This is an optimization exercise on Yosys and OpenROAD, whose aim is small area, a short achievable clock period and few clock cycles, not a production implementation. The RTL was checked by simulation tests, not by an equivalence proof against the original design. Power is estimated from default activity; no workload was simulated.

**flow/config.mk**
```make
export PLATFORM = sky130hd
export DESIGN_NAME = box_smoothing_3x3_edge_mean
export DESIGN_NICKNAME = box_smoothing_3x3_edge_mean
export VERILOG_FILES = /design/flow/design.v
export SDC_FILE = /design/flow/constraint.sdc
export NUM_CORES = 4
export LEC_CHECK = 0
export CAP_MARGIN = 20
export CORE_MARGIN = 2
export CORE_UTILIZATION = 40
export SLEW_MARGIN = 20
```
**flow/constraint.sdc**
```tcl
create_clock -name core_clock -period 6.5 [get_ports {clk}]
set_input_delay 1.3000 -clock core_clock [delete_from_list [all_inputs] [get_ports {clk}]]
set_output_delay 1.3000 -clock core_clock [all_outputs]
set_load 0.01 [all_outputs]
```
**flow/design.v**
```verilog
package bsm_pkg;
  localparam int PIX_W  = 8;    
  localparam int POS_W  = 4;    
  localparam int SIZE_W = 5;    
  localparam int CS_W   = 10;   
  localparam int SUM_W  = 12;   
endpackage
module bsm_ram #(
  parameter int WIDTH = 8
) (
  input  logic             clk,
  input  logic             wr,
  input  logic [WIDTH-1:0] wdata,
  input  logic [3:0]       seg,
  output logic [WIDTH-1:0] tail
);
  logic [WIDTH-1:0] head;
  logic [WIDTH-1:0] s1;
  logic [WIDTH-1:0] s2 [2];
  logic [WIDTH-1:0] s4 [4];
  logic [WIDTH-1:0] s7 [7];
  logic [WIDTH-1:0] m1, m2, m3, m4;
  assign m1 = seg[0] ? s1    : head;
  assign m2 = seg[1] ? s2[1] : m1;
  assign m3 = seg[2] ? s4[3] : m2;
  assign m4 = seg[3] ? s7[6] : m3;
  always_ff @(posedge clk) begin
    head  <= wr ? wdata : tail;
    s1    <= head;
    s2[0] <= m1;
    s2[1] <= s2[0];
    s4[0] <= m2;
    for (int i = 1; i < 4; i++) s4[i] <= s4[i-1];
    s7[0] <= m3;
    for (int i = 1; i < 7; i++) s7[i] <= s7[i-1];
    tail  <= m4;
  end
endmodule
import bsm_pkg::*;
module bsm_div
(
  input  logic              clk,
  input  logic              rst,
  input  logic              adv,
  input  logic              sv,
  input  logic [SUM_W-1:0]  s,
  input  logic              rows3,
  input  logic              cols3,
  output logic              dv,
  output logic [PIX_W-1:0]  q
);
  logic [12:0] pt;
  logic [7:0]  q4;
  logic        n9, n6;
  logic [20:0] prod;
  logic [13:0] t9;
  logic [14:0] t6;
  assign prod = 21'(s) * 21'd455;
  assign t9   = 14'(pt) + 14'd17;
  assign t6   = 15'(pt) + 15'({pt, 1'b0}) + 15'd40;
  assign q    = n9 ? t9[12:5] : (n6 ? t6[13:6] : q4);
  always_ff @(posedge clk) begin
    if (adv) begin
      pt <= prod[19:7];
      q4 <= 8'((14'(s) + 14'd2) >> 2);
      n9 <= rows3 && cols3;
      n6 <= rows3 != cols3;
    end
    if (rst) begin
      dv <= 1'b0;
    end else if (adv) begin
      dv <= sv;
    end
  end
endmodule
import bsm_pkg::*;
module bsm_dp
(
  input  logic              clk,
  input  logic              rst,
  input  logic              adv,
  input  logic              ev,
  input  logic              ev_fl,
  input  logic              mask_b,
  input  logic              rows3,
  input  logic              c0,
  input  logic              c1,
  input  logic              cl,
  input  logic [PIX_W-1:0]  pix,
  input  logic [PIX_W-1:0]  up1,
  input  logic [PIX_W-1:0]  up2,
  output logic              sv,       
  output logic [SUM_W-1:0]  s,
  output logic              s_rows3,
  output logic              s_cols3
);
  logic [CS_W-1:0] cs, w0, w1, w2;
  logic            jv, jc1, jcl, jrows3, ep;
  assign cs = CS_W'(ev_fl ? '0 : pix) + CS_W'(up1) + CS_W'(mask_b ? '0 : up2);
  always_ff @(posedge clk) begin
    if (adv && ev) begin
      if (c0) begin
        w2 <= cs;
      end else if (c1) begin
        w0 <= cs;
        w1 <= w2;
      end else begin
        w0 <= cs;
        w1 <= w0;
        w2 <= w1;
      end
    end
    if (adv) begin
      jc1    <= c1;
      jcl    <= cl;
      jrows3 <= rows3;
      s      <= SUM_W'(w0) + SUM_W'(w1) + SUM_W'((jv && !jc1) ? w2 : '0);
      s_cols3 <= jv && !jc1;
      if (jv) begin
        s_rows3 <= jrows3;
      end
    end
    if (rst) begin
      jv <= 1'b0;
      ep <= 1'b0;
      sv <= 1'b0;
    end else if (adv) begin
      jv <= ev && !c0;
      ep <= jv && jcl;
      sv <= jv || ep;
    end
  end
endmodule
import bsm_pkg::*;
module bsm_ctrl
(
  input  logic              clk,
  input  logic              rst,
  input  logic              cfg_write,
  input  logic [SIZE_W-1:0] image_size,
  input  logic              in_valid,
  output logic              in_stall,
  input  logic [PIX_W-1:0]  pixel,
  input  logic              adv,        
  input  logic              adv_next,   
  output logic [3:0]        side_m1,
  output logic [3:0]        seg,
  output logic [PIX_W-1:0]  pix_q,
  output logic              wr,         
  output logic              ev,         
  output logic              ev_fl,      
  output logic              mask_b,     
  output logic              rows3,      
  output logic              c0,         
  output logic              c1,         
  output logic              cl          
);
  logic [SIZE_W-1:0] sz_raw;
  logic              pv;
  logic [3:0]        row, col, hd, fcol;
  logic              flushing;
  logic              acc, pv_n, aligned, flush_ok, last_w, fl_done;
  logic [3:0]        row_n, col_n, hd_n, fcol_n;
  logic              flushing_n, aligned_n, flush_ok_n;
  logic              row0, col0, col_last, row_last, hd_last, rephase;
  assign row0     = (row == 4'd0);
  assign col0     = (col == 4'd0);
  assign col_last = (col == side_m1);
  assign row_last = (row == side_m1);
  assign hd_last  = (hd == side_m1);
  assign rephase  = row0 && col0 && !flushing;
  assign aligned  = (hd == col) || rephase;
  assign flush_ok = !flushing || row0;
  assign wr       = pv && adv && aligned && flush_ok;
  assign ev_fl    = flushing && adv && (hd == fcol);
  assign ev       = (wr && !row0) || ev_fl;
  assign mask_b   = !ev_fl && (row == 4'd1);
  assign rows3    = !ev_fl && (row > 4'd1);
  assign c0       = (hd == 4'd0);
  assign c1       = (hd == 4'd1);
  assign cl       = hd_last;
  assign last_w   = wr && row_last && col_last;
  assign fl_done  = ev_fl && (fcol == side_m1);
  assign acc  = in_valid && !in_stall;
  assign pv_n = acc || (pv && !wr);
  always_comb begin
    row_n = row;
    col_n = col;
    if (wr) begin
      if (col_last) begin
        col_n = 4'd0;
        row_n = row_last ? 4'd0 : row + 4'd1;
      end else begin
        col_n = col + 4'd1;
      end
    end
    if (cfg_write) begin
      row_n = 4'd0;
      col_n = 4'd0;
    end
    if (wr && rephase) begin
      hd_n = 4'd1;
    end else begin
      hd_n = hd_last ? 4'd0 : hd + 4'd1;
    end
    flushing_n = flushing;
    fcol_n     = fcol;
    if (ev_fl) begin
      fcol_n = fcol + 4'd1;
    end
    if (fl_done) begin
      flushing_n = 1'b0;
    end
    if (last_w) begin
      flushing_n = 1'b1;
      fcol_n     = 4'd0;
    end
  end
  assign aligned_n  = (hd_n == col_n) || ((row_n == 4'd0) && (col_n == 4'd0) && !flushing_n);
  assign flush_ok_n = !flushing_n || (row_n == 4'd0);
  always_ff @(posedge clk) begin
    if (acc) begin
      pix_q <= pixel;
    end
    seg[3] <= (side_m1 >= 4'd8);
    seg[2:0] <= (side_m1 >= 4'd8) ? 3'(side_m1 - 4'd8) : 3'(side_m1 - 4'd1);
    if (rst) begin
      sz_raw   <= SIZE_W'(16);
      side_m1  <= 4'd15;
      pv       <= 1'b0;
      row      <= 4'd0;
      col      <= 4'd0;
      hd       <= 4'd0;
      fcol     <= 4'd0;
      flushing <= 1'b0;
      in_stall <= 1'b0;
    end else begin
      if (cfg_write) begin
        sz_raw <= image_size;
      end
      if (sz_raw[4]) begin
        side_m1 <= 4'd15;
      end else if (sz_raw[3:1] == 3'd0) begin
        side_m1 <= 4'd1;
      end else begin
        side_m1 <= sz_raw[3:0] - 4'd1;
      end
      pv       <= pv_n;
      row      <= row_n;
      col      <= col_n;
      hd       <= hd_n;
      fcol     <= fcol_n;
      flushing <= flushing_n;
      in_stall <= pv_n && !(adv_next && aligned_n && flush_ok_n);
    end
  end
endmodule
import bsm_pkg::*;
module box_smoothing_3x3_edge_mean
#(
  parameter int MAX_SIDE = 16
) (
  input  logic              clk,
  input  logic              rst,
  input  logic              cfg_write,
  input  logic [SIZE_W-1:0] image_size,
  input  logic              in_valid,
  output logic              in_stall,
  input  logic [PIX_W-1:0]  pixel,
  output logic              out_valid,
  input  logic              out_stall,
  output logic [PIX_W-1:0]  smoothed,
  output logic [POS_W-1:0]  out_row,
  output logic [POS_W-1:0]  out_col,
  output logic              last_of_run,
  output logic              frame_done
);
  logic             adv, adv_next, skid_v, skid_v_n;
  logic [PIX_W-1:0] skid_q;
  logic [3:0]       side_m1, seg;
  logic [PIX_W-1:0] pix_q, up1, up2;
  logic             wr, ev, ev_fl, mask_b, rows3, c0, c1, cl;
  logic             sv, s_rows3, s_cols3, dv;
  logic [SUM_W-1:0] s;
  logic [PIX_W-1:0] q;
  logic             out_free, inc, xfer;
  logic [3:0]       nrow, ncol;
  assign adv      = !skid_v;
  assign inc      = dv && adv;
  assign out_free = !out_valid || !out_stall;
  assign xfer     = out_valid && !out_stall;
  assign skid_v_n = skid_v ? !out_free : (inc && !out_free);
  assign adv_next = !skid_v_n;
  bsm_ctrl u_ctrl (
    .clk       (clk),
    .rst       (rst),
    .cfg_write (cfg_write),
    .image_size(image_size),
    .in_valid  (in_valid),
    .in_stall  (in_stall),
    .pixel     (pixel),
    .adv       (adv),
    .adv_next  (adv_next),
    .side_m1   (side_m1),
    .seg       (seg),
    .pix_q     (pix_q),
    .wr        (wr),
    .ev        (ev),
    .ev_fl     (ev_fl),
    .mask_b    (mask_b),
    .rows3     (rows3),
    .c0        (c0),
    .c1        (c1),
    .cl        (cl)
  );
  bsm_ram #(.WIDTH(PIX_W)) u_up1 (
    .clk  (clk),
    .wr   (wr),
    .wdata(pix_q),
    .seg  (seg),
    .tail (up1)
  );
  bsm_ram #(.WIDTH(PIX_W)) u_up2 (
    .clk  (clk),
    .wr   (wr),
    .wdata(up1),
    .seg  (seg),
    .tail (up2)
  );
  bsm_dp u_dp (
    .clk    (clk),
    .rst    (rst),
    .adv    (adv),
    .ev     (ev),
    .ev_fl  (ev_fl),
    .mask_b (mask_b),
    .rows3  (rows3),
    .c0     (c0),
    .c1     (c1),
    .cl     (cl),
    .pix    (pix_q),
    .up1    (up1),
    .up2    (up2),
    .sv     (sv),
    .s      (s),
    .s_rows3(s_rows3),
    .s_cols3(s_cols3)
  );
  bsm_div u_div (
    .clk  (clk),
    .rst  (rst),
    .adv  (adv),
    .sv   (sv),
    .s    (s),
    .rows3(s_rows3),
    .cols3(s_cols3),
    .dv   (dv),
    .q    (q)
  );
  always_comb begin
    if (out_col == side_m1) begin
      ncol = 4'd0;
      nrow = (out_row == side_m1) ? 4'd0 : out_row + 4'd1;
    end else begin
      ncol = out_col + 4'd1;
      nrow = out_row;
    end
  end
  always_ff @(posedge clk) begin
    if (adv) begin
      skid_q <= q;
    end
    if (out_free) begin
      smoothed <= skid_v ? skid_q : q;
    end
    if (rst) begin
      skid_v      <= 1'b0;
      out_valid   <= 1'b0;
      out_row     <= 4'd0;
      out_col     <= 4'd0;
      last_of_run <= 1'b1;
      frame_done  <= 1'b0;
    end else begin
      skid_v <= skid_v_n;
      if (out_free) begin
        out_valid <= skid_v || inc;
      end
      if (cfg_write) begin
        out_row     <= 4'd0;
        out_col     <= 4'd0;
        last_of_run <= !(image_size <= SIZE_W'(2));
        frame_done  <= 1'b0;
      end else if (xfer) begin
        out_row     <= nrow;
        out_col     <= ncol;
        frame_done  <= (nrow == side_m1) && (ncol == side_m1);
        if (ncol == side_m1) begin
          last_of_run <= (nrow != side_m1 - 4'd1);
        end else if (ncol == side_m1 - 4'd1) begin
          last_of_run <= 1'b0;
        end else begin
          last_of_run <= (nrow != side_m1);
        end
      end
    end
  end
endmodule
```
**flow/run.sh**
```bash
#!/bin/bash
# synth_recipe.tcl (not shown) runs the flow's synth.tcl, then flattens the netlist and writes it again
# the make line also repeats each setting of config.mk as NAME=value (left out here)
make -C /OpenROAD-flow-scripts/flow DESIGN_CONFIG=/design/flow/config.mk WORK_HOME=/design/flow/orfs CLKGATE_MAP_FILE= SYNTH_SCRIPT=/design/flow/synth_recipe.tcl finish
```
==> flow_metrics.py, run 1 <==
metrics = {
    "worst_setup_path": {
        "worstSetupEndpointType": "register",
        "path_class": "register to register",
        "r2r_setup_slack_ps": 1640,
        "arrival_ps": 5160,
        "worstPathMaxFanout": 6,
        "cp.required_ps": 6800,
        "crit_path_start_kind": "register",
    },
    "power": {
        "p_switching_mw": 1.44,
        "pwr-share-seq_pct": 52.3,
        "vdd.ir_drop.worst_mv": 0.256,
        "p_per_area_nw_per_um2": 334,
        "combPwrFrac_pct": 10.1,
        "clock_power_share_pct": 37.6,
        "p_leak_nw": 7.67,
        "intPower_mw": 4.73,
        "swShare_pct": 23.4,
    },
    "synthesis": {
        "synth_warnings": 8,
        "avgSynthCellArea_um2": 12.0,
        "yosys.cell_count.top_type": "dfxtp_1",
        "syn-num-nets": 1520,
        "synth_edf_count": 86,
        "synth_flop_cell": "dfxtp_1",
        "syn_area_um2": 16200,
        "yosysUniqueCellTypes": 78,
        "synth_top_cell_by_area": "dfxtp_1",
        "netlist.area_leader.share_pct": 38.5,
        "synth-async-reset-ratio_pct": 0,
        "synth-seq-cells": 398,
        "synth_area_leaders": "dfxtp_1 (39%), edfxtp_1 (16%), ha_1 (9.0%)",
        "seq_area_frac_synth_pct": 54.4,
        "synthCells": 1350,
        "synthTopCellsByCount": "dfxtp_1 (312), ha_1 (117), inv_1 (112)",
    },
    "final_layout": {
        "syn_to_final_growth_pct": 13.9,
        "n_antenna_cell": 0,
        "seq_area_um2": 8830,
        "final_layout_size_suffix_gt1_share_pct": 13.6,
        "multi_input_area_um2": 6780,
        "n_fill_cell": 3605,
        "final_nets": 1563,
        "utilization_pct": 46.3,
        "design_area_um2": 18500,
        "layout.cells.non_filler": 1950,
    },
    "min_path": {
        "hp-class": "register to register",
    },
    "route": {
        "drc": 0,
        "first_pass_iters": 4,
        "vias": 9327,
        "routed_via_density": 4.78,
        "ant_nets": 0,
        "wl_per_cell_um": 14.6,
        "first_iter_violations": 348,
        "drt_wl_total_mm": 28.4,
    },
    "floorplanning": {
        "fp-row-count": 73,
        "dieArea_um2": 42200,
        "io_pins": 38,
        "die_w_um": 205,
        "core_um2": 39900,
        "initial_core_util_pct": 40.6,
        "die_h_um": 205,
    },
    "clock_tree": {
        "clock-sinks": 398,
        "cts_buffers": 41,
        "cts_buffer_depth": 3,
        "post_cts_buffers": 0,
        "cts_tree": "yes",
        "cts_root_buffer": "clkbuf_16",
        "insertion_delay_ps": 560,
        "htree_levels": 2,
        "postCtsHoldBufs": 0,
        "clkTransAtPathRegs_ps": 60,
        "cts_resized": 0,
    },
    "placed_design": {
        "port_buffers": 37,
        "dpl_cell_area_um2": 17100,
        "pre_cts_ws_ps": 1650,
        "dp.cells": 1875,
        "hpwl_mm": 19.8,
        "place.gp.congestion": 0.816,
    },
    "global_route": {
        "grt_max_degree": 45,
        "grt_first_pass_wirelength_mm": 47.4,
        "first_global_vias": 9438,
        "overflow": 0,
        "grt.total_usage_pct": 14.1,
        "antenna_found_initial": 0,
    },
    "sta": {
        "maxSlewViolCount": 0,
        "setup_viol": 0,
        "timing.final.ws_setup_ps": 1640,
        "skew_ps": 15.8,
        "hold_viol": 0,
        "worst_pin_slew_ps": 1010,
        "setup_tns_ps": 0,
        "clock.fmax_mhz": 206,
        "fin_crit_ps": 4860,
        "period_share_pct": 74.8,
        "rsz0062_at_grt": "no",
        "slew_headroom_pct": 32.3,
    },
    "run_status": {
        "status": "complete, no violations",
    },
    "job": {
        "max_cap_viol_count": 0,
    },
}
[metrics by stage]
| step | power [mW] | hold slack, ps |
|---|---|---|
| final | 6.17 | 318 |
| after global routing | 6.48 | 326 |
| after CTS | 6.26 | 323 |
| after detailed placement | 3.90 | 312 |
| after global placement | 3.87 | 310 |
| after floorplan | 3.71 | 310 |
[area by class of cell]
type                            count  area share [%]
Clock buffer                       58            6.41
Clock inverter                     17           0.962
Inverter                          113            2.30
Multi-Input combinational cell    795            36.7
Sequential cell                   398            47.8
Tap cell                          525            3.56
Timing Repair Buffer               44            2.29
[power groups by stage]
stage	logic, mW	registers, mW	clock network (mW)
floorplan	0.508	3.20	0
global placement	0.610	3.26	0
detailed placement	0.624	3.28	0
CTS	0.633	3.23	2.40
global route	0.711	3.28	2.49
finish	0.623	3.22	2.32
[cell usage in the layout (no fill, tap or decap), drive strengths merged, types with 3 or more instances in the layout]
cell type / n
mux2i: 14
a22oi: 5
nand2: 51
a31o: 3
nor3b: 3
o21bai: 11
and2: 21
and3: 4
clkbuf: 58
buf: 7
mux2: 96
nand2b: 6
a21oi: 53
fa: 35
a31oi: 5
nand4: 9
o211ai: 5
nor3: 28
nor2: 73
a211oi: 4
o21ai: 38
clkinv: 13
edfxtp: 86
xor2: 39
o21a: 9
nor2b: 13
dfxtp: 312
or2: 7
ha: 117
and4: 3
o31ai: 3
inv: 115
a2111oi: 3
xnor2: 72
clkdlybuf4s50: 37
a21o: 6
nor4: 6
nand3: 24
[routing by layer]
layer	routed length [um]	global-route usage [%]	part of all wire, %	up-vias
met5	0	0	0	-
met4	680	5.55	2.4	0
met3	905	2.41	3.2	44
met2	13600	23.7	48	111
met1	13200	18.1	47	4475
li1	-	-	-	4697
[kinds of logic (layout without fill, tap and decap cells)]
group,count (synthesis),in the layout,synth area share (%)
xor+xnor,111,111,5.99
mux,110,110,7.55
fa+ha+maj,152,152,13.3
flops,398,398,54.4
buf+inv,157,232,3.88
simple gates,259,259,8.10
compound gates,163,163,6.69
[state kept, by name (all words and copies together), names as in the netlist, 10 cells and up]
name and flops:
u_div.pt 13, u_dp.s 12, u_dp.w0 10, u_dp.w1 10, u_dp.w2 10, u_up1.s2 16
u_up1.s4 32, u_up1.s7 56, u_up2.s2 16, u_up2.s4 32, u_up2.s7 56
[worst paths after layout]
kind | start | depth (start not counted) | endpoint
worst max-delay path | u_dp.s[3] | 18 | u_div.pt[12]
worst min-delay path | u_up2.s2[0][3] | 0 | u_up2.s2[1][3]
worst max register to register | u_dp.s[3] | 18 | u_div.pt[12]
worst min register to register | u_up2.s2[0][3] | 0 | u_up2.s2[1][3]
[worst max-delay path: stages, from the launching register on]
cell and delay [ps]:
edfxtp_1 500, inv_1 100, fa_1 510, inv_1 40
ha_1 290, inv_1 60, fa_1 510, fa_1 540
inv_1 40, ha_1 330, and3_1 190, a21oi_1 120
o31ai_1 150, o41ai_2 410, o21ai_1 160, o21a_1 220
o21a_1 190, nor2_1 140, xnor2_1 90
Testbench counts, summed over its fixed seeds: cycles 10,895.
==> inputs of run 2 (changes only) <==
--- a/flow/config.mk
+++ b/flow/config.mk
@@ -8,4 +8,5 @@
 export CAP_MARGIN = 20
 export CORE_MARGIN = 2
 export CORE_UTILIZATION = 40
+export SETUP_SLACK_MARGIN = 4.0
 export SLEW_MARGIN = 20
==> flow_metrics.py, run 2 <==
metrics = {
    "synthesis": {
        "synthCells": 1350,
        "synthTopCellsByCount": "dfxtp_1 (312), ha_1 (117), inv_1 (112)",
        "seq_area_frac_synth_pct": 54.4,
        "synth_flop_cell": "dfxtp_1",
        "synth_top_cell_by_area": "dfxtp_1",
        "synth_warnings": 8,
        "syn_area_um2": 16200,
        "synth_edf_count": 86,
        "avgSynthCellArea_um2": 12.0,
        "synth-async-reset-ratio_pct": 0,
        "netlist.area_leader.share_pct": 38.5,
        "yosysUniqueCellTypes": 78,
        "synth-seq-cells": 398,
        "synth_area_leaders": "dfxtp_1 (39%), edfxtp_1 (16%), ha_1 (9.0%)",
        "yosys.cell_count.top_type": "dfxtp_1",
        "syn-num-nets": 1520,
    },
    "route": {
        "drc": 0,
        "ant_nets": 0,
        "routed_via_density": 4.78,
        "wl_per_cell_um": 15.1,
        "vias": 9859,
        "first_iter_violations": 388,
        "drt_wl_total_mm": 31.2,
        "first_pass_iters": 4,
    },
    "sta": {
        "slew_headroom_pct": 35.2,
        "fin_crit_ps": 4340,
        "skew_ps": 25.5,
        "setup_tns_ps": 0,
        "hold_viol": 0,
        "period_share_pct": 66.7,
        "clock.fmax_mhz": 231,
        "rsz0062_at_grt": "yes",
        "worst_pin_slew_ps": 971,
        "setup_viol": 0,
        "maxSlewViolCount": 0,
    },
    "floorplanning": {
        "initial_core_util_pct": 40.6,
        "core_um2": 39900,
        "die_w_um": 205,
        "io_pins": 38,
        "fp-row-count": 73,
        "die_h_um": 205,
        "dieArea_um2": 42200,
    },
    "power": {
        "vdd.ir_drop.worst_mv": 0.290,
        "p_total_mw": 6.42,
        "p_per_area_nw_per_um2": 316,
        "p_leak_nw": 8.49,
    },
    "worst_setup_path": {
        "path_class": "register to register",
        "path_cells": "fa_1 -> ha_4 -> inv_2 -> fa_1 -> fa_1 -> inv_2 -> ha_4 -> and3_4 -> a21oi_4 -> o31ai_4 -> o41ai_4 -> o21ai_2 -> o21a_1 -> o21a_1 -> nor2_1 -> xnor2_1",
        "arrival_ps": 4610,
        "cp_num_buf_inv": 2,
        "cpMostUsedCell": "fa_1",
        "r2r_setup_slack_ps": 2160,
        "slowest_stage": "fa_1",
        "r2r-end": "u_div.pt[12]",
        "worstSetupEndpointType": "register",
        "crit_path_start_kind": "register",
        "critPathMaxStageDelay_ps": 560,
        "crit_family": "adder cells",
        "rr_worst_depth": 16,
        "worstReg2RegStart": "u_dp.s[9]",
        "worstPathMaxFanout": 5,
        "cp.required_ps": 6770,
    },
    "min_path": {
        "hold_end": "u_up2.s7[5][1]",
        "hold_start": "u_up2.s7[4][1]",
        "hp-class": "register to register",
        "holdPathStages": 0,
    },
    "placed_design": {
        "port_buffers": 37,
        "dp.cells": 1875,
        "hpwl_mm": 20.3,
        "place.gp.congestion": 0.819,
    },
    "clock_tree": {
        "clock-sinks": 398,
        "cts_tree": "yes",
        "cts_buffers": 40,
        "cts_root_buffer": "clkbuf_16",
        "insertion_delay_ps": 550,
        "htree_levels": 2,
        "clkTransAtPathRegs_ps": 60,
        "cts_buffer_depth": 3,
    },
    "final_layout": {
        "final_common_cell": "dfxtp_1",
        "n_fill_cell": 3401,
        "final_layout_size_suffix_gt1_share_pct": 30.1,
        "layout.cells.non_filler": 2064,
        "n_antenna_cell": 0,
        "final_nets": 1680,
        "top_regs": "u_up1.s7 x56, u_up2.s7 x56",
        "syn_to_final_growth_pct": 25.5,
        "mostFrequentLayoutCells": "dfxtp_1 (287), buf_4 (101), inv_1 (99)",
    },
    "global_route": {
        "first_global_vias": 10060,
        "grt.total_usage_pct": 15.2,
        "antenna_found_initial": 0,
        "grt_first_pass_wirelength_mm": 51.3,
        "overflow": 0,
        "grt_max_degree": 26,
    },
    "job": {
        "max_cap_viol_count": 0,
    },
    "run_status": {
        "status": "complete, no violations",
    },
}
## run 2: what timing repair did
item,in CTS,in global routing
cloned,3,0
hold endpoints to repair,0,0
setup endpoints to repair,106,77
hold buffers,0,0
buffers inserted,72,43
resized for setup,155,81
pin swaps,69,57
## run 2: layout make-up
class                      instances  area, um2  share of cell area [%]
sequential                       398       8900                    43.7
inverter                         113        453                    2.23
timing repair inverter             1       16.3                  0.0799
clock inverter                    14        169                   0.830
tap                              525        657                    3.23
clock buffer                      57       1170                    5.74
multi-input combinational        796       7590                    37.3
timing repair buffer             160       1390                    6.84
## run 2: cells by family after synthesis
logic type / after synthesis / share of synthesized area [%]
simple gates: 259 / 8.10
flops: 398 / 54.4
xor+xnor: 111 / 5.99
mux: 110 / 7.55
buf+inv: 157 / 3.88
compound gates: 163 / 6.69
fa+ha+maj: 152 / 13.3
## run 2: how the worst max path moves through the flow
stage                   start      endpoint  slack [ps]  cells past startpoint
global placement    u_dp.s[4]  u_div.pt[12]        1930                     18
global route        u_dp.s[4]  u_div.pt[12]        1980                     18
finish              u_dp.s[9]  u_div.pt[12]        2160                     16
floorplan           u_dp.s[4]  u_div.pt[12]        2150                     18
detailed placement  u_dp.s[4]  u_div.pt[12]        1880                     18
CTS                 u_dp.s[9]  u_div.pt[12]        2050                     16
## run 2: metrics by stage
stage | hold slack, ps | utilization, % | setup slack [ps] | area (um2)
6_report | 321 | 51.0 | 2160 | 20300
5_1_grt | 323 | 51.0 | 1980 | 20300
4_1_cts | 324 | 49.4 | 2050 | 19700
3_5_place_dp | 312 | 43.4 | 1880 | 17300
3_3_place_gp | 310 | 43.4 | 1930 | 17300
2_1_floorplan | 310 | - | 2150 | 16500
## run 2: worst register-to-register path, cell delays in order (launching register included)
cell      delay (ps)
edfxtp_1         500
fa_1             530
ha_4             300
inv_2             40
fa_1             460
fa_1             560
inv_2             50
ha_4             200
and3_4           180
a21oi_4          120
o31ai_4          100
o41ai_4          370
o21ai_2          100
o21a_1           200
o21a_1           180
nor2_1           110
xnor2_1           80
## run 2: routing by layer
| metal | wire length (um) | up-vias | global-route usage [%] |
|---|---|---|---|
| li1 | - | 4919 | - |
| met3 | 1140 | 56 | 2.71 |
| met1 | 14800 | 4753 | 20.3 |
| met5 | 0 | - | 0 |
| met2 | 14600 | 131 | 25.4 |
| met4 | 657 | 0 | 4.24 |
## run 2: power by group
group          internal, mW  total, mW  switching, mW
logic                 0.507      0.912          0.405
clock network          1.35       2.29          0.949
registers              3.06       3.22          0.153
total                  4.92       6.42           1.51
==> inputs of run 3 (changes only) <==
--- a/flow/design.v
+++ b/flow/design.v
@@ -49,22 +49,23 @@
   output logic              dv,
   output logic [PIX_W-1:0]  q
 );
-  logic [12:0] pt;
-  logic [7:0]  q4;
-  logic        n9, n6;
-  logic [20:0] prod;
-  logic [13:0] t9;
-  logic [14:0] t6;
-  assign prod = 21'(s) * 21'd455;
-  assign t9   = 14'(pt) + 14'd17;
-  assign t6   = 15'(pt) + 15'({pt, 1'b0}) + 15'd40;
-  assign q    = n9 ? t9[12:5] : (n6 ? t6[13:6] : q4);
+  logic        n9, n6, n4, u9;
+  logic [18:0] t1, t2, t3, ua;
+  logic [12:0] u;
+  logic [19:0] m;
+  assign n9 = rows3 && cols3;
+  assign n6 = rows3 != cols3;
+  assign n4 = !rows3 && !cols3;
+  assign t1 = n4 ? {1'b0, s, 6'd0} : {2'b0, s, 5'd0};
+  assign t2 = n9 ? -{5'd0, s, 2'd0} : (n6 ? {4'd0, s, 3'd0} : -{7'd0, s});
+  assign t3 = n6 ? {6'd0, s, 1'b0} : 19'd0;
+  assign ua = t1 + t2 + t3;
+  assign m = {1'b0, u, 6'd0} + 20'(u) + (u9 ? 20'd1088 : 20'd1280);
+  assign q = m[18:11];
   always_ff @(posedge clk) begin
     if (adv) begin
-      pt <= prod[19:7];
-      q4 <= 8'((14'(s) + 14'd2) >> 2);
-      n9 <= rows3 && cols3;
-      n6 <= rows3 != cols3;
+      u  <= ua[15:3];
+      u9 <= n9;
     end
     if (rst) begin
       dv <= 1'b0;
@@ -80,7 +81,7 @@
   input  logic              rst,
   input  logic              adv,
   input  logic              ev,
-  input  logic              ev_fl,
+  input  logic              flush,
   input  logic              mask_b,
   input  logic              rows3,
   input  logic              c0,
@@ -96,7 +97,7 @@
 );
   logic [CS_W-1:0] cs, w0, w1, w2;
   logic            jv, jc1, jcl, jrows3, ep;
-  assign cs = CS_W'(ev_fl ? '0 : pix) + CS_W'(up1) + CS_W'(mask_b ? '0 : up2);
+  assign cs = CS_W'(flush ? '0 : pix) + CS_W'(up1) + CS_W'(mask_b ? '0 : up2);
   always_ff @(posedge clk) begin
     if (adv && ev) begin
       if (c0) begin
@@ -149,6 +150,7 @@
   output logic              wr,         
   output logic              ev,         
   output logic              ev_fl,      
+  output logic              flushing,   
   output logic              mask_b,     
   output logic              rows3,      
   output logic              c0,         
@@ -158,10 +160,9 @@
   logic [SIZE_W-1:0] sz_raw;
   logic              pv;
   logic [3:0]        row, col, hd, fcol;
-  logic              flushing;
   logic              acc, pv_n, aligned, flush_ok, last_w, fl_done;
   logic [3:0]        row_n, col_n, hd_n, fcol_n;
-  logic              flushing_n, aligned_n, flush_ok_n;
+  logic              flushing_n, ok_next;
   logic              row0, col0, col_last, row_last, hd_last, rephase;
   assign row0     = (row == 4'd0);
   assign col0     = (col == 4'd0);
@@ -174,8 +175,8 @@
   assign wr       = pv && adv && aligned && flush_ok;
   assign ev_fl    = flushing && adv && (hd == fcol);
   assign ev       = (wr && !row0) || ev_fl;
-  assign mask_b   = !ev_fl && (row == 4'd1);
-  assign rows3    = !ev_fl && (row > 4'd1);
+  assign mask_b   = !flushing && (row == 4'd1);
+  assign rows3    = !flushing && (row > 4'd1);
   assign c0       = (hd == 4'd0);
   assign c1       = (hd == 4'd1);
   assign cl       = hd_last;
@@ -216,8 +217,7 @@
       fcol_n     = 4'd0;
     end
   end
-  assign aligned_n  = (hd_n == col_n) || ((row_n == 4'd0) && (col_n == 4'd0) && !flushing_n);
-  assign flush_ok_n = !flushing_n || (row_n == 4'd0);
+  assign ok_next = acc && (wr || (!pv && rephase));
   always_ff @(posedge clk) begin
     if (acc) begin
       pix_q <= pixel;
@@ -251,7 +251,7 @@
       hd       <= hd_n;
       fcol     <= fcol_n;
       flushing <= flushing_n;
-      in_stall <= pv_n && !(adv_next && aligned_n && flush_ok_n);
+      in_stall <= pv_n && !(adv_next && ok_next);
     end
   end
 endmodule
@@ -279,7 +279,7 @@
   logic [PIX_W-1:0] skid_q;
   logic [3:0]       side_m1, seg;
   logic [PIX_W-1:0] pix_q, up1, up2;
-  logic             wr, ev, ev_fl, mask_b, rows3, c0, c1, cl;
+  logic             wr, ev, ev_fl, flush, mask_b, rows3, c0, c1, cl;
   logic             sv, s_rows3, s_cols3, dv;
   logic [SUM_W-1:0] s;
   logic [PIX_W-1:0] q;
@@ -307,6 +307,7 @@
     .wr        (wr),
     .ev        (ev),
     .ev_fl     (ev_fl),
+    .flushing  (flush),
     .mask_b    (mask_b),
     .rows3     (rows3),
     .c0        (c0),
@@ -332,7 +333,7 @@
     .rst    (rst),
     .adv    (adv),
     .ev     (ev),
-    .ev_fl  (ev_fl),
+    .flush  (flush),
     .mask_b (mask_b),
     .rows3  (rows3),
     .c0     (c0),
--- a/flow/config.mk
+++ b/flow/config.mk
@@ -8,5 +8,4 @@
 export CAP_MARGIN = 20
 export CORE_MARGIN = 2
 export CORE_UTILIZATION = 40
-export SETUP_SLACK_MARGIN = 4.0
 export SLEW_MARGIN = 20
==> flow_metrics.py, run 3 <==
metrics = {
    "run_status": {
        "status": "complete, no violations",
    },
    "synthesis": {
        "syn-num-nets": 1360,
        "synth-seq-cells": 389,
        "yosys.area_share.xor_xnor_pct": 6.01,
        "yosys.cell_count.top_type": "dfxtp_1",
        "synthTopCellsByCount": "dfxtp_1 (312), nor2_1 (92), inv_1 (81)",
        "synth_warnings": 8,
        "seq_area_frac_synth_pct": 58.1,
        "synth_simple_gate_area_share_pct": 8.48,
        "syn_area_um2": 14700,
        "synth_flop_cell": "dfxtp_1",
        "synthCells": 1249,
        "yosysUniqueCellTypes": 60,
        "synthAdderAreaFrac_pct": 8.97,
        "synth-async-reset-ratio_pct": 0,
        "synth_edf_count": 77,
        "synth_top_family_by_area": "adder cells",
        "netlist.area_leader.share_pct": 42.4,
        "synth.area.mux_share_pct": 8.34,
        "synth_top_cell_by_area": "dfxtp_1",
        "synth-compound-area-share_pct": 6.87,
        "synth_area_leaders": "dfxtp_1 (42%), edfxtp_1 (16%), ha_1 (6.1%)",
        "avgSynthCellArea_um2": 11.8,
    },
    "clock_tree": {
        "insertion_delay_ps": 550,
        "clock-sinks": 389,
        "cts_resized": 0,
        "clkTransAtPathRegs_ps": 60,
        "cts_buffers": 40,
        "htree_levels": 2,
        "post_cts_buffers": 0,
        "postCtsHoldBufs": 0,
        "cts_root_buffer": "clkbuf_16",
        "cts_tree": "yes",
        "cts_buffer_depth": 3,
    },
    "worst_setup_path": {
        "slowest_stage": "nor4_1",
        "critPathMaxStageDelay_ps": 580,
        "r2r-end": "u_div.u[12]",
        "path_class": "register to register",
        "crit_end": "u_div.u[12]",
        "r2r_setup_slack_ps": 2240,
        "worstSetupEndpointType": "register",
        "crit_path_start_kind": "register",
        "cp.required_ps": 6770,
        "worstPathMaxFanout": 9,
        "rr_worst_depth": 16,
        "critPathLaunch": "u_dp.s[0]",
        "path_cells": "inv_1 -> ha_1 -> inv_1 -> nor4_1 -> xor2_1 -> o21ai_1 -> o21ai_1 -> fa_1 -> inv_1 -> ha_1 -> a21oi_1 -> o21ai_1 -> a211oi_1 -> o31ai_1 -> a21oi_1 -> xnor2_1",
        "arrival_ps": 4530,
        "worstReg2RegStart": "u_dp.s[0]",
    },
    "sta": {
        "fin_crit_ps": 4260,
        "period_share_pct": 65.5,
        "maxSlewViolCount": 0,
        "slew_headroom_pct": 28.1,
        "worst_pin_slew_ps": 1080,
        "clock.fmax_mhz": 235,
        "rsz0062_at_grt": "no",
        "setup_viol": 0,
        "hold_viol": 0,
        "setup_tns_ps": 0,
        "skew_ps": 25.1,
    },
    "route": {
        "ant_nets": 0,
        "drt_wl_total_mm": 24.7,
        "first_pass_iters": 4,
        "vias": 8385,
        "drc": 0,
        "wl_per_cell_um": 13.8,
        "routed_via_density": 4.67,
        "first_iter_violations": 279,
    },
    "placed_design": {
        "port_buffers": 37,
        "dp.cells": 1722,
        "hpwl_mm": 16.7,
        "place.gp.congestion": 0.804,
    },
    "global_route": {
        "grt_first_pass_wirelength_mm": 41.6,
        "antenna_found_initial": 0,
        "overflow": 0,
        "grt_max_degree": 35,
        "first_global_vias": 8379,
        "grt.total_usage_pct": 13.2,
    },
    "floorplanning": {
        "fp-row-count": 70,
        "die_h_um": 196,
        "initial_core_util_pct": 40.4,
        "die_w_um": 196,
        "dieArea_um2": 38400,
        "core_um2": 36400,
        "io_pins": 38,
    },
    "min_path": {
        "hold_start": "u_up1.s7[1][3]",
        "hp-class": "register to register",
        "holdPathStages": 0,
    },
    "power": {
        "p_per_area_nw_per_um2": 374,
        "vdd.ir_drop.worst_mv": 0.358,
        "p_leak_nw": 7.05,
    },
    "final_layout": {
        "final_common_cell": "dfxtp_1",
        "top_regs": "u_up1.s7 x56, u_up2.s7 x56",
        "final_nets": 1407,
        "mostFrequentLayoutCells": "dfxtp_1 (311), nor2_1 (92), inv_1 (81)",
        "layout.cells.non_filler": 1796,
        "n_fill_cell": 3260,
        "n_antenna_cell": 0,
        "syn_to_final_growth_pct": 16.2,
        "utilization_pct": 46.9,
        "final_layout_size_suffix_gt1_share_pct": 11.2,
    },
    "job": {
        "max_cap_viol_count": 0,
    },
}
## run 3: changes by cell type after synthesis, sizes merged, moves of 8 or more
cell	before	now
nand3	24	10
nand2	51	77
nor3	28	20
edfxtp	86	77
inv	112	83
ha	117	72
buf	22	12
fa	35	21
nor2	73	92
## run 3: final cells by class
| type | count | area, um2 | area share (%) |
|---|---|---|---|
| sequential | 389 | 8560 | 50.0 |
| inverter | 83 | 312 | 1.82 |
| timing repair buffer | 46 | 438 | 2.56 |
| clock buffer | 63 | 1310 | 7.67 |
| clock inverter | 11 | 163 | 0.951 |
| multi-input combinational | 736 | 5730 | 33.5 |
| tap | 468 | 586 | 3.42 |
## run 3: through the flow
stage               hold WS (ps)  power [mW]  cell area, um2  setup WS [ps]
finish                       316        6.40           17100           2240
detailed placement           312        4.02           15600           2280
global placement             310        3.99           15600           2330
CTS                          324        6.49           17100           2260
global route                 329        6.72           17100           1810
floorplan                    310        3.80           14700           2730
## run 3: critical path, delay by kind of cell (launching register included)
family / cells / cell delay [ps]
AOI/OAI and AO/OA: 7 / 1320
xor gates and xnor gates: 2 / 270
adders and majority gates: 3 / 1080
buffers and inverters: 3 / 240
DFF: 1 / 510
and+or+nand+nor: 1 / 580
## run 3: cell families (layout without fill, tap and decap cells)
kind of cell    Yosys count  after routing
other cells               1              1
mux                     111            111
buf+inv                 124            203
simple gates            268            268
fa+ha+maj                93             93
xor+xnor                101            101
flops                   389            389
compound gates          162            162
## run 3: worst min path at each step
stage,end,slack (ps)
final,u_up1.s7[2][3],320
after floorplan,u_up1.s2[1][0],310
after detailed placement,u_up1.s7[6][2],310
after CTS,u_up2.s4[3][7],320
after global placement,u_up2.s2[1][1],310
after global routing,u_up2.s7[6][3],330
## run 3: report_power, final
group / leakage (nW) / total, mW / switching, mW / internal (mW)
combinational: 2.97 / 0.701 / 0.350 / 0.351
sequential: 3.36 / 3.27 / 0.166 / 3.10
clock: 0.725 / 2.43 / 0.950 / 1.48
## run 3: metal layers
metal / track usage [%] / vias to the layer above / share of wire, %
met5: 0 / - / 0
met4: 4.32 / 0 / 2.6
met3: 2.53 / 51 / 3.4
met2: 21.0 / 109 / 43
met1: 18.1 / 3871 / 51
li1: - / 4354 / -
Testbench counts of run 3, summed over its fixed seeds: cycles 10,895.
==> inputs of run 4 (changes only) <==
--- a/flow/config.mk
+++ b/flow/config.mk
@@ -8,4 +8,5 @@
 export CAP_MARGIN = 20
 export CORE_MARGIN = 2
 export CORE_UTILIZATION = 40
+export SETUP_SLACK_MARGIN = 3.8
 export SLEW_MARGIN = 20
==> flow_metrics.py, run 4 <==
metrics = {
    "worst_setup_path": {
        "r2r-end": "u_div.u[11]",
        "worstReg2RegStart": "u_dp.s[0]",
        "path_cells": "inv_2 -> ha_4 -> inv_4 -> nor4_4 -> buf_4 -> xor2_2 -> o21ai_1 -> o21ai_1 -> fa_1 -> inv_2 -> ha_4 -> buf_4 -> nor2_1 -> a21oi_2 -> a41o_1 -> o41ai_2 -> xnor2_1",
        "path_class": "register to register",
        "rr_worst_depth": 17,
        "cp.required_ps": 6770,
        "crit_family": "adder cells",
        "slowest_stage": "edfxtp_1",
        "cp_num_buf_inv": 5,
        "arrival_ps": 3620,
        "crit_path_start_kind": "register",
        "critPathMaxStageDelay_ps": 460,
        "worstSetupEndpointType": "register",
        "r2r_setup_slack_ps": 3150,
        "worstPathMaxFanout": 3,
    },
    "min_path": {
        "hold_end": "u_up1.s2[1][4]",
        "holdPathStages": 0,
        "hold_start": "u_up1.s2[0][4]",
        "hp-class": "register to register",
    },
    "clock_tree": {
        "insertion_delay_ps": 540,
        "cts_root_buffer": "clkbuf_16",
        "cts_tree": "yes",
        "cts_buffers": 39,
        "postCtsHoldBufs": 0,
        "cts_buffer_depth": 3,
        "clock-sinks": 389,
        "clkTransAtPathRegs_ps": 60,
        "htree_levels": 2,
    },
    "synthesis": {
        "synth_flop_cell": "dfxtp_1",
        "synth_edf_count": 77,
        "yosysUniqueCellTypes": 60,
        "synthCells": 1249,
        "netlist.area_leader.share_pct": 42.4,
        "avgSynthCellArea_um2": 11.8,
        "synth_top_cell_by_area": "dfxtp_1",
        "synth_warnings": 8,
        "synthTopCellsByCount": "dfxtp_1 (312), nor2_1 (92), inv_1 (81)",
        "synth-seq-cells": 389,
        "synth_area_leaders": "dfxtp_1 (42%), edfxtp_1 (16%), ha_1 (6.1%)",
        "synth-async-reset-ratio_pct": 0,
        "seq_area_frac_synth_pct": 58.1,
        "syn-num-nets": 1360,
        "syn_area_um2": 14700,
        "yosys.cell_count.top_type": "dfxtp_1",
    },
    "sta": {
        "worst_pin_slew_ps": 1010,
        "hold_slack_ps": 320,
        "maxSlewViolCount": 0,
        "fin_crit_ps": 3350,
        "period_share_pct": 51.6,
        "setup_tns_ps": 0,
        "slew_headroom_pct": 32.3,
        "skew_ps": 21.7,
        "clock.fmax_mhz": 298,
        "hold_viol": 0,
        "rsz0062_at_grt": "yes",
        "setup_viol": 0,
    },
    "placed_design": {
        "hpwl_mm": 17.6,
        "place.gp.congestion": 0.782,
        "port_buffers": 37,
    },
    "floorplanning": {
        "dieArea_um2": 38400,
        "io_pins": 38,
        "die_h_um": 196,
        "initial_core_util_pct": 40.4,
        "core_um2": 36400,
        "fp-row-count": 70,
        "die_w_um": 196,
    },
    "route": {
        "first_pass_iters": 5,
        "first_iter_violations": 307,
        "drc": 0,
        "wl_per_cell_um": 14.5,
        "ant_nets": 0,
        "vias": 8997,
        "routed_via_density": 4.76,
        "drt_wl_total_mm": 27.3,
    },
    "global_route": {
        "grt.total_usage_pct": 14.4,
        "overflow": 0,
        "grt_max_degree": 32,
        "first_global_vias": 9163,
        "grt_first_pass_wirelength_mm": 45.5,
        "antenna_found_initial": 0,
    },
    "power": {
        "p_per_area_nw_per_um2": 348,
        "vdd.ir_drop.worst_mv": 0.272,
        "p_leak_nw": 7.71,
    },
    "run_status": {
        "status": "complete, no violations",
    },
    "final_layout": {
        "final_common_cell": "dfxtp_1",
        "top_regs": "u_up1.s7 x56, u_up2.s7 x56",
        "final_layout_size_suffix_gt1_share_pct": 27.3,
        "n_fill_cell": 3194,
        "syn_to_final_growth_pct": 25.9,
        "n_antenna_cell": 0,
        "final_nets": 1501,
        "mostFrequentLayoutCells": "dfxtp_1 (294), buf_4 (91), nor2_1 (79)",
    },
    "job": {
        "max_cap_viol_count": 0,
    },
}
-- run 4: cell count changes in the layout (fill, tap and decap cells not counted), moves of 13 or more --
| cell | before | now |
|---|---|---|
| ha_1 | 72 | 54 |
| clkdlybuf4s50_1 | 37 | 17 |
| nor2_1 | 92 | 79 |
| ha_4 | 0 | 14 |
| buf_4 | 9 | 91 |
| dlygate4sd2_1 | 0 | 16 |
| inv_1 | 81 | 64 |
| dfxtp_1 | 311 | 294 |
| inv_2 | 2 | 16 |
| a21oi_1 | 48 | 27 |
| a21oi_2 | 1 | 19 |
-- run 4: where the power goes --
part,switching (mW),internal [mW]
logic,0.438,0.547
registers,0.173,3.10
clock network,0.914,1.29
-- run 4: layout make-up --
type | instances | area [um2] | area share, %
sequential | 389 | 8600 | 46.4
multi-input combinational | 737 | 6540 | 35.3
clock buffer | 60 | 1200 | 6.45
clock inverter | 12 | 115 | 0.621
timing repair buffer | 139 | 1180 | 6.34
timing repair inverter | 1 | 5.00 | 0.0270
tap | 468 | 586 | 3.16
inverter | 83 | 320 | 1.73
-- run 4: kinds of logic after synthesis --
logic type / after synthesis / synth area share [%]
buffers and inverters: 124 / 3.17
AO/OA/AOI/OAI: 162 / 6.87
flip-flops: 389 / 58.1
XOR/XNOR: 101 / 6.01
other: 1 / 0.0255
multiplexers: 111 / 8.34
AND/OR/NAND/NOR: 268 / 8.48
adder cells (fa/ha/maj): 93 / 8.97
-- run 4: timing repair --
action                                  in CTS  in global routing
endpoints found under the setup margin     128                 85
gates cloned                                 2                  0
pin swaps                                   86                 88
resized for setup                          102                 63
buffers inserted                            64                 33
-- run 4: worst register-to-register path, cell delays in order, from the launching register on --
cell and delay [ps]:
edfxtp_1 460, inv_2 130, ha_4 170, inv_4 40, nor4_4 150, buf_4 160, xor2_2 160, o21ai_1 90
o21ai_1 190, fa_1 440, inv_2 80, ha_4 200, buf_4 130, nor2_1 110, a21oi_2 50, a41o_1 200
o41ai_2 230, xnor2_1 100
-- run 4: metrics by stage --
step	setup WS (ps)	utilization, %	total power, mW	cells	area, um2
after floorplan	3230	-	3.82	1249	15000
after global placement	2600	43.5	4.03	1717	15900
after detailed placement	2550	43.6	4.06	1718	15900
after CTS	3090	49.5	6.46	1856	18000
after global routing	2920	50.9	6.79	1889	18500
final	3150	50.9	6.46	1889	18500
-- run 4: how the worst max path moves through the flow --
stage | startpoint | slack (ps) | depth (start not counted) | end
6_report | u_dp.s[0] | 3150 | 17 | u_div.u[11]
3_3_place_gp | u_dp.s_rows3 | 2600 | 18 | u_div.u[11]
5_1_grt | u_dp.s[6] | 2920 | 14 | u_div.u[10]
4_1_cts | u_dp.s[1] | 3090 | 18 | u_div.u[11]
3_5_place_dp | skid_v | 2550 | 6 | u_dp.w1[1]
2_1_floorplan | u_dp.s_cols3 | 3230 | 17 | u_div.u[12]
-- run 4: metal layers --
layer | vias to the layer above | GRT usage [%] | share of wire (%)
li1 | 4535 | - | -
met1 | 4297 | 19.5 | 48
met2 | 132 | 23.9 | 47
met3 | 33 | 2.42 | 3.5
met4 | 0 | 4.10 | 1.8
met5 | - | 0 | 0
==> inputs of run 5 (changes only) <==
--- a/flow/design.v
+++ b/flow/design.v
@@ -49,28 +49,33 @@
   output logic              dv,
   output logic [PIX_W-1:0]  q
 );
-  logic        n9, n6, n4, u9;
-  logic [18:0] t1, t2, t3, ua;
-  logic [12:0] u;
+  logic        xv, x9, y9;
+  logic [13:0] x;
+  logic [16:0] x7;
+  logic [13:0] y;
   logic [19:0] m;
-  assign n9 = rows3 && cols3;
-  assign n6 = rows3 != cols3;
-  assign n4 = !rows3 && !cols3;
-  assign t1 = n4 ? {1'b0, s, 6'd0} : {2'b0, s, 5'd0};
-  assign t2 = n9 ? -{5'd0, s, 2'd0} : (n6 ? {4'd0, s, 3'd0} : -{7'd0, s});
-  assign t3 = n6 ? {6'd0, s, 1'b0} : 19'd0;
-  assign ua = t1 + t2 + t3;
-  assign m = {1'b0, u, 6'd0} + 20'(u) + (u9 ? 20'd1088 : 20'd1280);
-  assign q = m[18:11];
+  assign x7 = {x, 3'd0} - 17'(x);
+  assign m  = {y, 6'd0} + 20'(y) + (y9 ? 20'd1088 : 20'd1280);
+  assign q  = m[18:11];
   always_ff @(posedge clk) begin
     if (adv) begin
-      u  <= ua[15:3];
-      u9 <= n9;
+      if (rows3 && cols3) begin
+        x <= {s, 2'd0};
+      end else if (rows3 != cols3) begin
+        x <= {s, 2'd0} + 14'({s, 1'b0});
+      end else begin
+        x <= {s[10:0], 3'd0} + 14'(s);
+      end
+      x9 <= rows3 && cols3;
+      y  <= x7[16:3];
+      y9 <= x9;
     end
     if (rst) begin
+      xv <= 1'b0;
       dv <= 1'b0;
     end else if (adv) begin
-      dv <= sv;
+      xv <= sv;
+      dv <= xv;
     end
   end
 endmodule
@@ -95,40 +100,53 @@
   output logic              s_rows3,
   output logic              s_cols3
 );
-  logic [CS_W-1:0] cs, w0, w1, w2;
-  logic            jv, jc1, jcl, jrows3, ep;
-  assign cs = CS_W'(flush ? '0 : pix) + CS_W'(up1) + CS_W'(mask_b ? '0 : up2);
+  logic [PIX_W:0]    pa;
+  logic [PIX_W-1:0]  be;
+  logic              e_ev, e_c0, e_c1, e_cl, e_rows3;
+  logic [CS_W-1:0]   cs, w0, w1, w2;
+  logic [CS_W:0]     pair;
+  logic              jv, jc1, jcl, jrows3, ep;
+  assign cs = CS_W'(pa) + CS_W'(be);
   always_ff @(posedge clk) begin
-    if (adv && ev) begin
-      if (c0) begin
-        w2 <= cs;
-      end else if (c1) begin
-        w0 <= cs;
-        w1 <= w2;
-      end else begin
-        w0 <= cs;
-        w1 <= w0;
-        w2 <= w1;
-      end
-    end
     if (adv) begin
-      jc1    <= c1;
-      jcl    <= cl;
-      jrows3 <= rows3;
-      s      <= SUM_W'(w0) + SUM_W'(w1) + SUM_W'((jv && !jc1) ? w2 : '0);
+      pa      <= (PIX_W+1)'(flush ? '0 : pix) + (PIX_W+1)'(up1);
+      be      <= mask_b ? '0 : up2;
+      e_c0    <= c0;
+      e_c1    <= c1;
+      e_cl    <= cl;
+      e_rows3 <= rows3;
+      if (e_ev) begin
+        if (e_c0) begin
+          w2 <= cs;
+        end else if (e_c1) begin
+          w0 <= cs;
+          w1 <= w2;
+        end else begin
+          w0 <= cs;
+          w1 <= w0;
+          w2 <= w1;
+        end
+      end
+      pair   <= e_c1 ? (CS_W+1)'(w2) : (CS_W+1)'(w0) + (CS_W+1)'(w1);
+      jc1    <= e_c1;
+      jcl    <= e_cl;
+      jrows3 <= e_rows3;
+      s       <= SUM_W'(w0) + (ep ? SUM_W'(w1) : SUM_W'(pair));
       s_cols3 <= jv && !jc1;
       if (jv) begin
         s_rows3 <= jrows3;
       end
     end
     if (rst) begin
-      jv <= 1'b0;
-      ep <= 1'b0;
-      sv <= 1'b0;
+      e_ev <= 1'b0;
+      jv   <= 1'b0;
+      ep   <= 1'b0;
+      sv   <= 1'b0;
     end else if (adv) begin
-      jv <= ev && !c0;
-      ep <= jv && jcl;
-      sv <= jv || ep;
+      e_ev <= ev;
+      jv   <= e_ev && !e_c0;
+      ep   <= jv && jcl;
+      sv   <= jv || ep;
     end
   end
 endmodule
--- a/flow/config.mk
+++ b/flow/config.mk
@@ -8,5 +8,5 @@
 export CAP_MARGIN = 20
 export CORE_MARGIN = 2
 export CORE_UTILIZATION = 40
-export SETUP_SLACK_MARGIN = 3.8
+export SETUP_SLACK_MARGIN = 3.9
 export SLEW_MARGIN = 20
==> flow_metrics.py, run 5 <==
metrics = {
    "run_status": {
        "status": "complete, no violations",
    },
    "worst_setup_path": {
        "rr_worst_depth": 11,
        "cp_num_cells": 11,
        "critPathMaxStageDelay_ps": 400,
        "slowest_stage": "edfxtp_1",
        "arrival_ps": 3130,
        "cp_num_buf_inv": 2,
        "path_class": "register to register",
        "cp.required_ps": 6800,
        "r2r_setup_slack_ps": 3660,
        "path_cells": "buf_4 -> buf_4 -> ha_1 -> a21o_1 -> a21oi_2 -> o21bai_2 -> a2111oi_4 -> nor2_1 -> xor2_1 -> mux2_2 -> mux2_2",
        "worstPathMaxFanout": 2,
        "crit_path_start_kind": "register",
        "crit_family": "compound AO/OA/AOI/OAI gates",
        "worstSetupEndpointType": "register",
    },
    "sta": {
        "skew_ps": 30.3,
        "setup_viol": 0,
        "worst_pin_slew_ps": 1030,
        "setup_tns_ps": 0,
        "period_share_pct": 43.6,
        "hold_viol": 0,
        "fin_crit_ps": 2840,
        "clock.fmax_mhz": 352,
        "maxSlewViolCount": 0,
        "slew_headroom_pct": 31.3,
        "rsz0062_at_grt": "yes",
    },
    "power": {
        "combPwrFrac_pct": 24.3,
        "p_leak_nw": 8.31,
        "clock_power_share_pct": 31.1,
        "pwr-share-seq_pct": 44.6,
        "p_total_mw": 8.33,
        "intPower_mw": 6.05,
        "vdd.ir_drop.worst_mv": 0.263,
        "p_switching_mw": 2.28,
        "p_per_area_nw_per_um2": 413,
        "swShare_pct": 27.3,
    },
    "global_route": {
        "gr-usage-met1_pct": 16.9,
        "first_global_vias": 9527,
        "antenna_found_initial": 0,
        "grt.total_usage_pct": 13.4,
        "top_usage_layer": "met2",
        "gr-usage-met2_pct": 23.2,
        "overflow": 0,
        "grt_max_degree": 81,
        "grt_use_met3_pct": 2.48,
        "grt_first_pass_wirelength_mm": 47.9,
    },
    "placed_design": {
        "port_buffers": 37,
        "dpl_cell_area_um2": 17700,
        "hpwl_mm": 19.1,
        "place.gp.congestion": 0.755,
    },
    "clock_tree": {
        "cts_buffer_depth": 3,
        "htree_levels": 2,
        "cts_root_buffer": "clkbuf_16",
        "clkTransAtPathRegs_ps": 60,
        "postCtsHoldBufs": 0,
        "clock-sinks": 439,
        "cts_buffers": 44,
        "insertion_delay_ps": 570,
        "cts_tree": "yes",
    },
    "route": {
        "wl_per_cell_um": 14.6,
        "drc": 0,
        "first_pass_iters": 5,
        "routed_via_density": 4.81,
        "drt_wl_total_mm": 29.7,
        "first_iter_violations": 392,
        "ant_nets": 0,
        "vias": 9803,
    },
    "synthesis": {
        "yosys.cell_count.top_type": "dfxtp_1",
        "syn_area_um2": 16800,
        "synth_top_cell_by_area": "dfxtp_1",
        "synthTopCellsByCount": "dfxtp_1 (314), edfxtp_1 (125), mux2_2 (102)",
        "netlist.area_leader.share_pct": 37.5,
        "synth-async-reset-ratio_pct": 0,
        "synth-seq-cells": 439,
        "synth_area_leaders": "dfxtp_1 (37%), edfxtp_1 (22%), ha_1 (7.1%)",
        "seq_area_frac_synth_pct": 59.9,
        "synth_warnings": 8,
        "avgSynthCellArea_um2": 12.4,
        "synth_edf_count": 125,
        "synthCells": 1356,
        "yosysUniqueCellTypes": 61,
        "syn-num-nets": 1476,
        "synth_flop_cell": "dfxtp_1",
    },
    "final_layout": {
        "top_regs": "u_up1.s7 x56, u_up2.s7 x56",
        "final_common_cell": "dfxtp_1",
        "final_nets": 1583,
        "n_antenna_cell": 0,
        "final_layout_size_suffix_gt1_share_pct": 22.6,
        "mostFrequentLayoutCells": "dfxtp_1 (299), edfxtp_1 (125), mux2_2 (101)",
        "design_area_um2": 20100,
        "n_fill_cell": 3697,
        "syn_to_final_growth_pct": 20.1,
    },
    "floorplanning": {
        "fp-row-count": 75,
        "io_pins": 38,
        "dieArea_um2": 43600,
        "initial_core_util_pct": 40.2,
        "die_h_um": 209,
        "core_um2": 41700,
        "die_w_um": 209,
    },
    "job": {
        "max_cap_viol_count": 0,
    },
    "min_path": {
        "hp-class": "register to register",
        "holdPathStages": 0,
    },
}
==> run 5: final cells by class <==
cell class	instances	area (um2)	area share (%)
clock inverter	14	210	1.04
clock buffer	66	1320	6.54
multi-input combinational	794	6660	33.1
sequential	439	10100	50.1
inverter	78	297	1.47
tap	539	674	3.35
timing repair buffer	106	898	4.46
==> run 5: worst register-to-register path, stage by stage, from the launching register on <==
cell and delay [ps]:
edfxtp_1 400, buf_4 160, buf_4 130, ha_1 270, a21o_1 180, a21oi_2 170, o21bai_2 120, a2111oi_4 390
nor2_1 110, xor2_1 150, mux2_2 260, mux2_2 250
==> run 5: kinds of logic (layout without fill, tap and decap cells) <==
kind of cell | after synthesis | count (layout) | synth area share (%)
fa+ha+maj | 102 | 102 | 7.92
flops | 439 | 439 | 59.9
mux | 119 | 119 | 7.89
simple gates | 247 | 247 | 7.17
xor+xnor | 124 | 124 | 6.61
compound gates | 202 | 202 | 7.57
buf+inv | 123 | 264 | 2.96
==> run 5: layer usage <==
metal  vias to the layer above  routed length (um)
li1                       4935                   -
met1                      4682               13700
met2                       130               14300
met3                        56                1030
met4                         0                 715
met5                         -                   0
==> run 5: final timing paths <==
path	endpoint	from
setup / recovery	u_div.x[10]	u_dp.s[1]
hold / removal	u_up2.s7[4][7]	u_up2.s7[3][7]
setup reg to reg	u_div.x[10]	u_dp.s[1]
hold reg to reg	u_up2.s7[4][7]	u_up2.s7[3][7]
==> run 5: repair_timing <==
| item | 4_1_cts | 5_1_grt |
|---|---|---|
| endpoints found under the setup margin | 58 | 43 |
| pin swaps | 14 | 42 |
| gates resized for setup | 75 | 57 |
| setup buffers | 31 | 32 |
==> run 5: metrics by stage <==
stage | worst slack (ps) | utilization (%) | hold slack [ps] | cells
after global placement | 3160 | 42.5 | 310 | 1893
after CTS | 3650 | 47.0 | 322 | 2004
final | 3660 | 48.3 | 318 | 2036
after floorplan | 3710 | - | 310 | 1356
after global routing | 3580 | 48.3 | 328 | 2036
after detailed placement | 3120 | 42.5 | 312 | 1893
==> run 5: power groups by stage <==
stage	Combinational, mW	Sequential [mW]	Clock [mW]
after floorplan	1.30	3.68	0
after global placement	1.59	3.77	0
after detailed placement	1.63	3.79	0
after CTS	1.78	3.73	2.66
after global routing	2.25	3.77	2.77
final	2.03	3.72	2.59
Testbench counts of run 5, summed over its fixed seeds: cycles 10,975.
==> inputs of run 6 (changes only) <==
--- a/flow/config.mk
+++ b/flow/config.mk
@@ -8,5 +8,5 @@
 export CAP_MARGIN = 20
 export CORE_MARGIN = 2
 export CORE_UTILIZATION = 40
-export SETUP_SLACK_MARGIN = 3.9
+export SETUP_SLACK_MARGIN = 4.2
 export SLEW_MARGIN = 20
==> flow_metrics.py, run 6 <==
metrics = {
    "run_status": {
        "status": "complete, no violations",
    },
    "sta": {
        "rsz0062_at_grt": "yes",
        "fin_crit_ps": 2850,
        "setup_tns_ps": 0,
        "setup_viol": 0,
        "worst_pin_slew_ps": 1010,
        "slew_headroom_pct": 32.5,
        "maxSlewViolCount": 0,
        "timing.final.ws_setup_ps": 3650,
        "skew_ps": 19.7,
        "clock.fmax_mhz": 350,
        "hold_viol": 0,
        "period_share_pct": 43.9,
    },
    "worst_setup_path": {
        "path_class": "register to register",
        "crit_path_start_kind": "register",
        "r2r-end": "u_div.x[12]",
        "arrival_ps": 3150,
        "rr_worst_depth": 11,
        "worstPathMaxFanout": 2,
        "cp.required_ps": 6790,
        "worstSetupEndpointType": "register",
        "worstReg2RegStart": "u_dp.s[0]",
        "r2r_setup_slack_ps": 3650,
    },
    "final_layout": {
        "n_fill_cell": 3646,
        "mostFrequentLayoutCells": "dfxtp_1 (295), edfxtp_1 (125), mux2_2 (98)",
        "final_layout_size_suffix_gt1_share_pct": 30.0,
        "final_nets": 1630,
        "syn_to_final_growth_pct": 24.2,
        "top_regs": "u_up1.s7 x56, u_up2.s7 x56",
        "utilization_pct": 50.0,
        "final_common_cell": "dfxtp_1",
        "design_area_um2": 20800,
        "n_antenna_cell": 0,
    },
    "min_path": {
        "hold_start": "u_up2.s7[2][1]",
        "hold_end": "u_up2.s7[3][1]",
        "holdPathStages": 0,
        "hp-class": "register to register",
    },
    "synthesis": {
        "synth_flop_cell": "dfxtp_1",
        "avgSynthCellArea_um2": 12.4,
        "yosys.cell_count.top_type": "dfxtp_1",
        "synth_area_leaders": "dfxtp_1 (37%), edfxtp_1 (22%), ha_1 (7.1%)",
        "synth_warnings": 8,
        "syn-num-nets": 1476,
        "synthTopCellsByCount": "dfxtp_1 (314), edfxtp_1 (125), mux2_2 (102)",
        "synth-seq-cells": 439,
        "syn_area_um2": 16800,
        "synth-async-reset-ratio_pct": 0,
        "synth_edf_count": 125,
        "seq_area_frac_synth_pct": 59.9,
        "synthCells": 1356,
        "netlist.area_leader.share_pct": 37.5,
        "synth_top_cell_by_area": "dfxtp_1",
        "yosysUniqueCellTypes": 61,
    },
    "clock_tree": {
        "cts_tree": "yes",
        "cts_buffer_depth": 3,
        "postCtsHoldBufs": 0,
        "htree_levels": 2,
        "cts_root_buffer": "clkbuf_16",
        "clock-sinks": 439,
        "clkTransAtPathRegs_ps": 60,
        "cts_buffers": 43,
        "insertion_delay_ps": 560,
    },
    "power": {
        "intPower_mw": 6.13,
        "p_per_area_nw_per_um2": 408,
        "pwr-share-seq_pct": 43.5,
        "clock_power_share_pct": 30.1,
        "p_total_mw": 8.50,
        "swShare_pct": 27.9,
        "vdd.ir_drop.worst_mv": 0.309,
        "combPwrFrac_pct": 26.3,
        "p_switching_mw": 2.37,
        "p_leak_nw": 8.61,
    },
    "route": {
        "wl_per_cell_um": 14.7,
        "first_iter_violations": 451,
        "drc": 0,
        "ant_nets": 0,
        "first_pass_iters": 5,
        "routed_via_density": 4.82,
        "vias": 10046,
        "drt_wl_total_mm": 30.7,
    },
    "placed_design": {
        "hpwl_mm": 19.0,
        "port_buffers": 37,
        "place.gp.congestion": 0.766,
        "dpl_cell_area_um2": 17900,
        "pre_cts_ws_ps": 3120,
    },
    "floorplanning": {
        "die_w_um": 209,
        "fp-row-count": 75,
        "dieArea_um2": 43600,
        "core_um2": 41700,
        "io_pins": 38,
        "initial_core_util_pct": 40.2,
        "die_h_um": 209,
    },
    "global_route": {
        "grt_max_degree": 66,
        "grt.total_usage_pct": 13.8,
        "grt_first_pass_wirelength_mm": 49.5,
        "antenna_found_initial": 0,
        "first_global_vias": 10001,
        "overflow": 0,
    },
    "job": {
        "max_cap_viol_count": 0,
    },
}
-- run 6: kinds of logic after synthesis --
family	after synthesis	share of synthesized area (%)
AND/OR/NAND/NOR	247	7.17
XOR/XNOR	124	6.61
buffers and inverters	123	2.96
AO/OA/AOI/OAI	202	7.57
adder cells (fa/ha/maj)	102	7.92
multiplexers	119	7.89
flip-flops	439	59.9
-- run 6: power by group through the flow --
stage | combinational (mW) | sequential [mW] | clock (mW)
finish | 2.24 | 3.70 | 2.56
floorplan | 1.38 | 3.68 | 0
global route | 2.49 | 3.76 | 2.74
CTS | 2.07 | 3.71 | 2.64
detailed placement | 1.73 | 3.78 | 0
global placement | 1.69 | 3.76 | 0
-- run 6: final cells by class --
cell class / instances / area, um2 / area share (%)
Inverter: 78 / 297 / 1.42
Sequential cell: 439 / 10100 / 48.5
Multi-Input combinational cell: 795 / 6970 / 33.4
Clock inverter: 27 / 318 / 1.53
Clock buffer: 53 / 1170 / 5.64
Timing Repair Buffer: 153 / 1300 / 6.25
Tap cell: 539 / 674 / 3.24
-- run 6: how the worst max path moves through the flow --
stage	from	to	slack, ps	cells after the start
final	u_dp.s[0]	u_div.x[12]	3650	11
after global routing	u_dp.s[0]	u_div.x[10]	3540	10
after CTS	u_dp.s[0]	u_div.x[10]	3580	10
after detailed placement	rst	u_ctrl.col[1]	3120	4
after global placement	rst	u_ctrl.col[2]	3150	4
after floorplan	u_dp.s[1]	u_div.x[10]	3710	10
-- run 6: worst max-delay path, cell delays in order (launching register included) --
cell and delay, ps:
edfxtp_1 420, ha_2 230, fa_2 410, a21o_1 180, a21oi_2 160, o21bai_2 100, a2111oi_2 350, buf_4 180
o31ai_2 70, xnor2_1 160, mux2i_1 90, mux2_2 260
-- run 6: through the flow --
stage / hold slack (ps) / std cells
after detailed placement: 312 / 1895
after global routing: 327 / 2084
after global placement: 310 / 1895
after floorplan: 310 / 1356
final: 313 / 2084
after CTS: 322 / 2044
-- run 6: routing by layer --
metal / up-vias / GRT usage [%] / share of wire (%)
met4: 0 / 4.21 / 1.9
met5: - / 0 / 0
li1: 5039 / - / -
met2: 127 / 23.9 / 49
met3: 45 / 2.40 / 3.3
met1: 4835 / 17.7 / 46
-- run 6: what timing repair did --
action,CTS,global route
endpoints found under the setup margin,126,116
buffers inserted,68,40
pin swaps,65,79
cloned,1,0
gates resized for setup,184,64

[port drivers added, routing unchanged]
The results above use ideal ports. As a check the final layouts listed here were re-extracted and re-timed, cells and wires unchanged. Step 1, drivers: a clkbuf_16 drives clk and a buf_2 each remaining input, both assumed. Step 2 adds t to the input delays and takes it off the output delays; t is the mean of the earliest and latest rising clock arrival at the registers after step 1. Input paths then give back, and output paths get back, about the clock's delay inside the block. Three values: no drivers, after step 1, after step 2; two values: the first two.
| run | t, ns | setup WS [ns] | worst hold slack (ns) | worst setup path after step 2 | worst register clock-pin slew, ns |
|---|---|---|---|---|---|
| run 1 | 0.611 | 1.637 / 1.637 / 1.637 | 0.318 / 0.318 / 0.318 | register to register | 0.07 / 0.07 |
| run 2 | 0.589 | 2.164 / 2.164 / 2.164 | 0.321 / 0.321 / 0.321 | register to register | 0.07 / 0.07 |
| run 3 | 0.583 | 2.245 / 2.245 / 2.245 | 0.316 / 0.316 / 0.316 | register to register | 0.07 / 0.07 |
| run 4 | 0.575 | 3.147 / 3.147 / 3.147 | 0.320 / 0.320 / 0.320 | register to register | 0.07 / 0.07 |
| run 5 | 0.606 | 3.663 / 3.663 / 3.485 | 0.318 / 0.318 / 0.318 | input to register | 0.06 / 0.06 |
| run 6 | 0.601 | 3.645 / 3.645 / 3.577 | 0.313 / 0.313 / 0.313 | input to register | 0.07 / 0.07 |
After both steps every run listed still meets setup and hold. For run 5, which loses most, drivers alone change the setup slack by 0.000 ns; drivers and shift together by -0.178 ns.
